Source: an optimization exercise on an open RTL-to-GDS flow (aim: small area, a short achievable clock period and few clock cycles per item). Production flows keep margins and buffers that such runs may drop. Function was checked by simulation only, so behaviour that the tests miss may differ from the original. No activity file was given, so power comes from the tool's default toggle rates.

job 2922:
// line_follow_steering_core
module line_follow_steering_core (
   input  logic        clock,
   input  logic        reset,
   input  logic        req_valid,
   output logic        req_stall,
   input  logic [22:0] req_word,
   output logic        rsp_valid,
   input  logic        rsp_stall,
   output logic [17:0] rsp_word,
   input  logic        csr_write_en,
   input  logic [2:0]  csr_index,
   input  logic [15:0] csr_data
);
   logic [1:0]         mode;
   logic [7:0]         base;
   logic [3:0]         sharp;
   logic [3:0]         smooth;
   logic signed [15:0] gp;
   logic signed [15:0] gd;
   always_ff @(posedge clock) begin
      if (reset) begin
         mode   <= 2'd0;
         base   <= 8'd120;
         sharp  <= 4'd1;
         smooth <= 4'd1;
         gp     <= '0;
         gd     <= '0;
      end else if (csr_write_en) begin
         case (csr_index)
            3'd0: mode   <= csr_data[1:0];
            3'd1: base   <= csr_data[7:0];
            3'd2: sharp  <= csr_data[3:0];
            3'd3: smooth <= csr_data[3:0];
            3'd4: gp     <= csr_data;
            3'd5: gd     <= csr_data;
            default: ;
         endcase
      end
   end
   logic pd;
   always_ff @(posedge clock) begin
      if (reset)                               pd <= 1'b0;
      else if (csr_write_en && csr_index == 3'd0) pd <= (csr_data[1:0] == 2'd2);
   end
   wire [2:0] bits  = req_word[22:20];
   wire [9:0] lvl_l = req_word[19:10];
   wire [9:0] lvl_r = req_word[9:0];
   logic [9:0] lr_s;
   logic       lr_c;
   lfs_add_10 u_lr (.a(lvl_l), .b(~lvl_r), .ci(1'b1), .s(lr_s), .co(lr_c));
   wire signed [10:0] err0 = {~lr_c, lr_s};
   wire signed [10:0] sh16 = $signed({3'b000, sharp, 4'b0000});
   wire signed [10:0] sm7  = $signed({4'b0000, smooth, 3'b000}) - $signed({7'b0000000, smooth});
   logic signed [10:0] off0;
  ...
Size in the first run: ~0.021 mm² of cells after synthesis.
Settings: LEC_CHECK=0, CAP_MARGIN=20, CORE_MARGIN=2, CORE_UTILIZATION=55, CTS_BUF_LIST=sky130_fd_sc_hd__clkbuf_8, CTS_CLUSTER_SIZE=40, PLACE_DENSITY=0.7, SLEW_MARGIN=20, SYNTH_HIERARCHICAL=1; clock period 11.0 ns.
standard.sh (not shown) runs the stock make flow with config.mk's settings and CLKGATE_MAP_FILE= SYNTH_SCRIPT=/design/flow/synth_recipe.tcl, a recipe that flattens the netlist after the stock synthesis.
==> flow/flow/run.sh <==
#!/bin/bash
set -euo pipefail
MARGIN=$(cat flow/margin.txt)
bash standard.sh SETUP_SLACK_MARGIN="$MARGIN" TNS_END_PERCENT=100 REMOVE_ABC_BUFFERS=1 \
  BUFFER_PORTS_ARGS="-buffer_cell sky130_fd_sc_hd__buf_1" finish > flow_make.log 2>&1
==> flow/flow/margin.txt <==
6.6
Testbench counts of job 2922, summed over its fixed seeds: cycles 19,776, items 19,200.
Input changes introduced in job 1696 (baseline for comparison: job 2922):
# job 2922
export LEC_CHECK = 0
export CAP_MARGIN = 20
export CORE_MARGIN = 2
export CORE_UTILIZATION = 55
export CTS_BUF_LIST = sky130_fd_sc_hd__clkbuf_8
export CTS_CLUSTER_SIZE = 40
export PLACE_DENSITY = 0.7
export SLEW_MARGIN = 20
export SYNTH_HIERARCHICAL = 1
create_clock -name core_clock -period 11.0 [get_ports {clock}]
# job 1696
export LEC_CHECK = 0
export CAP_MARGIN = 20
export CORE_MARGIN = 2
export CORE_UTILIZATION = 40
export CTS_BUF_LIST = sky130_fd_sc_hd__clkbuf_8
export CTS_CLUSTER_SIZE = 40
export SLEW_MARGIN = 20
export SYNTH_HIERARCHICAL = 1
create_clock -name core_clock -period 11.0 [get_ports {clock}]
==> flow/flow/margin.txt <==
6.8
## What came out
Measured against job 2922, the number of instances in the placed design of job 1696 comes out at 1.06 times the reference value. Job 1696 vs. job 2922: last weighted congestion value of the routability-driven placer went down 0.038; core utilization went down 14 points.
#### Input delta (job 7430 over job 1696)
# job 1696
export LEC_CHECK = 0
export CAP_MARGIN = 20
export CORE_MARGIN = 2
export CORE_UTILIZATION = 40
export CTS_BUF_LIST = sky130_fd_sc_hd__clkbuf_8
export CTS_CLUSTER_SIZE = 40
export SLEW_MARGIN = 20
export SYNTH_HIERARCHICAL = 1
create_clock -name core_clock -period 11.0 [get_ports {clock}]
# job 7430
export LEC_CHECK = 0
export CAP_MARGIN = 20
export CORE_MARGIN = 2
export CORE_UTILIZATION = 40
export CTS_BUF_LIST = sky130_fd_sc_hd__clkbuf_8
export CTS_CLUSTER_SIZE = 40
export PLACE_DENSITY = 0.75
export SLEW_MARGIN = 20
export SYNTH_HIERARCHICAL = 1
create_clock -name core_clock -period 11.0 [get_ports {clock}]
==> comparison <==
- The tightest slew margin relative to the limit of job 7430 exceeds that of job 1696 by 1.7 points.
- Comparing job 7430 with job 1696, the utilization came out essentially unchanged.
- On cell area reported after detailed placement, job 7430 and job 1696 are basically level.
- In the tables for job 7430 and job 1696, met1 usage reads lower with job 7430.
- Going from job 1696 to job 7430, the worst setup slack was found to have gone down by 0.054 ns.
- On total detailed-routing wirelength: between job 7430 and job 1696, it ends up lower for job 1696.
- Length of routed wiring on met1 for job 7430 is lower than for job 1696.
- Per the comparison of job 7430 with job 1696, reported combinational group power saw an increase; critical path depth has increased.
Changes in job 5569 relative to job 7430:
# job 7430
export LEC_CHECK = 0
export CAP_MARGIN = 20
export CORE_MARGIN = 2
export CORE_UTILIZATION = 40
export CTS_BUF_LIST = sky130_fd_sc_hd__clkbuf_8
export CTS_CLUSTER_SIZE = 40
export PLACE_DENSITY = 0.75
export SLEW_MARGIN = 20
export SYNTH_HIERARCHICAL = 1
create_clock -name core_clock -period 11.0 [get_ports {clock}]
# job 5569
export LEC_CHECK = 0
export CAP_MARGIN = 20
export CORE_MARGIN = 2
export CORE_UTILIZATION = 55
export CTS_BUF_LIST = sky130_fd_sc_hd__clkbuf_8
export CTS_CLUSTER_SIZE = 40
export PLACE_DENSITY = 0.7
export SLEW_MARGIN = 20
export SYNTH_HIERARCHICAL = 1
create_clock -name core_clock -period 11.0 [get_ports {clock}]
==> flow/flow/margin.txt <==
7.2
--- outcome ---
Between job 7430 and job 5569, the flip-flop and latch area is lower for job 7430. Job 5569 ends up with a total power that is 450 µW higher than in job 7430. Delta (job 5569 minus job 7430): fraction of power consumed by combinational cells went up; final non-filler cell total -45; starting utilization of the core area picked up an extra 15 points. Status: clock tree skew after final layout parity (job 7430, job 5569). Looking at leakage power total, job 5569 sits 10% higher than job 7430 does. From job 7430 to job 5569 the numbers moved as follows: max-slew headroom at the worst pin shows an increase of 15 points, power spent charging and discharging nets higher, sequential power ~0 delta.

-- static timing again, ports no longer ideal --
The results above use ideal ports. As a check the final layouts listed here were re-extracted and re-timed, cells and wires unchanged.
Step 1, drivers: a clkbuf_16 drives clock and a buf_2 each remaining input, both assumed.
Step 2 times the ports against the registers' clock, not the clock port: input delays grow and output delays shrink by t, the midpoint of the rising clock arrivals with the driver on.
Three values: ideal, step 1, step 2; two values: the first two.
| run | t (ns) | slack for setup (ns) | worst setup path after step 2 | pins driven straight from the clock port |
|---|---|---|---|---|
| job 2922 | 0.552 | 6.716 / 6.716 / 6.390 | input to register | 1 |
| job 1696 | 0.581 | 6.840 / 6.840 / 6.385 | input to register | 1 |
| job 7430 | 0.548 | 6.787 / 6.787 / 6.409 | input to register | 1 |
| job 5569 | 0.558 | 7.006 / 7.006 / 6.573 | input to register | 1 |
After both steps setup and hold are still met in every run listed. For job 1696, which loses most, drivers alone change the setup slack by 0.000 ns; drivers and shift together by -0.455 ns.
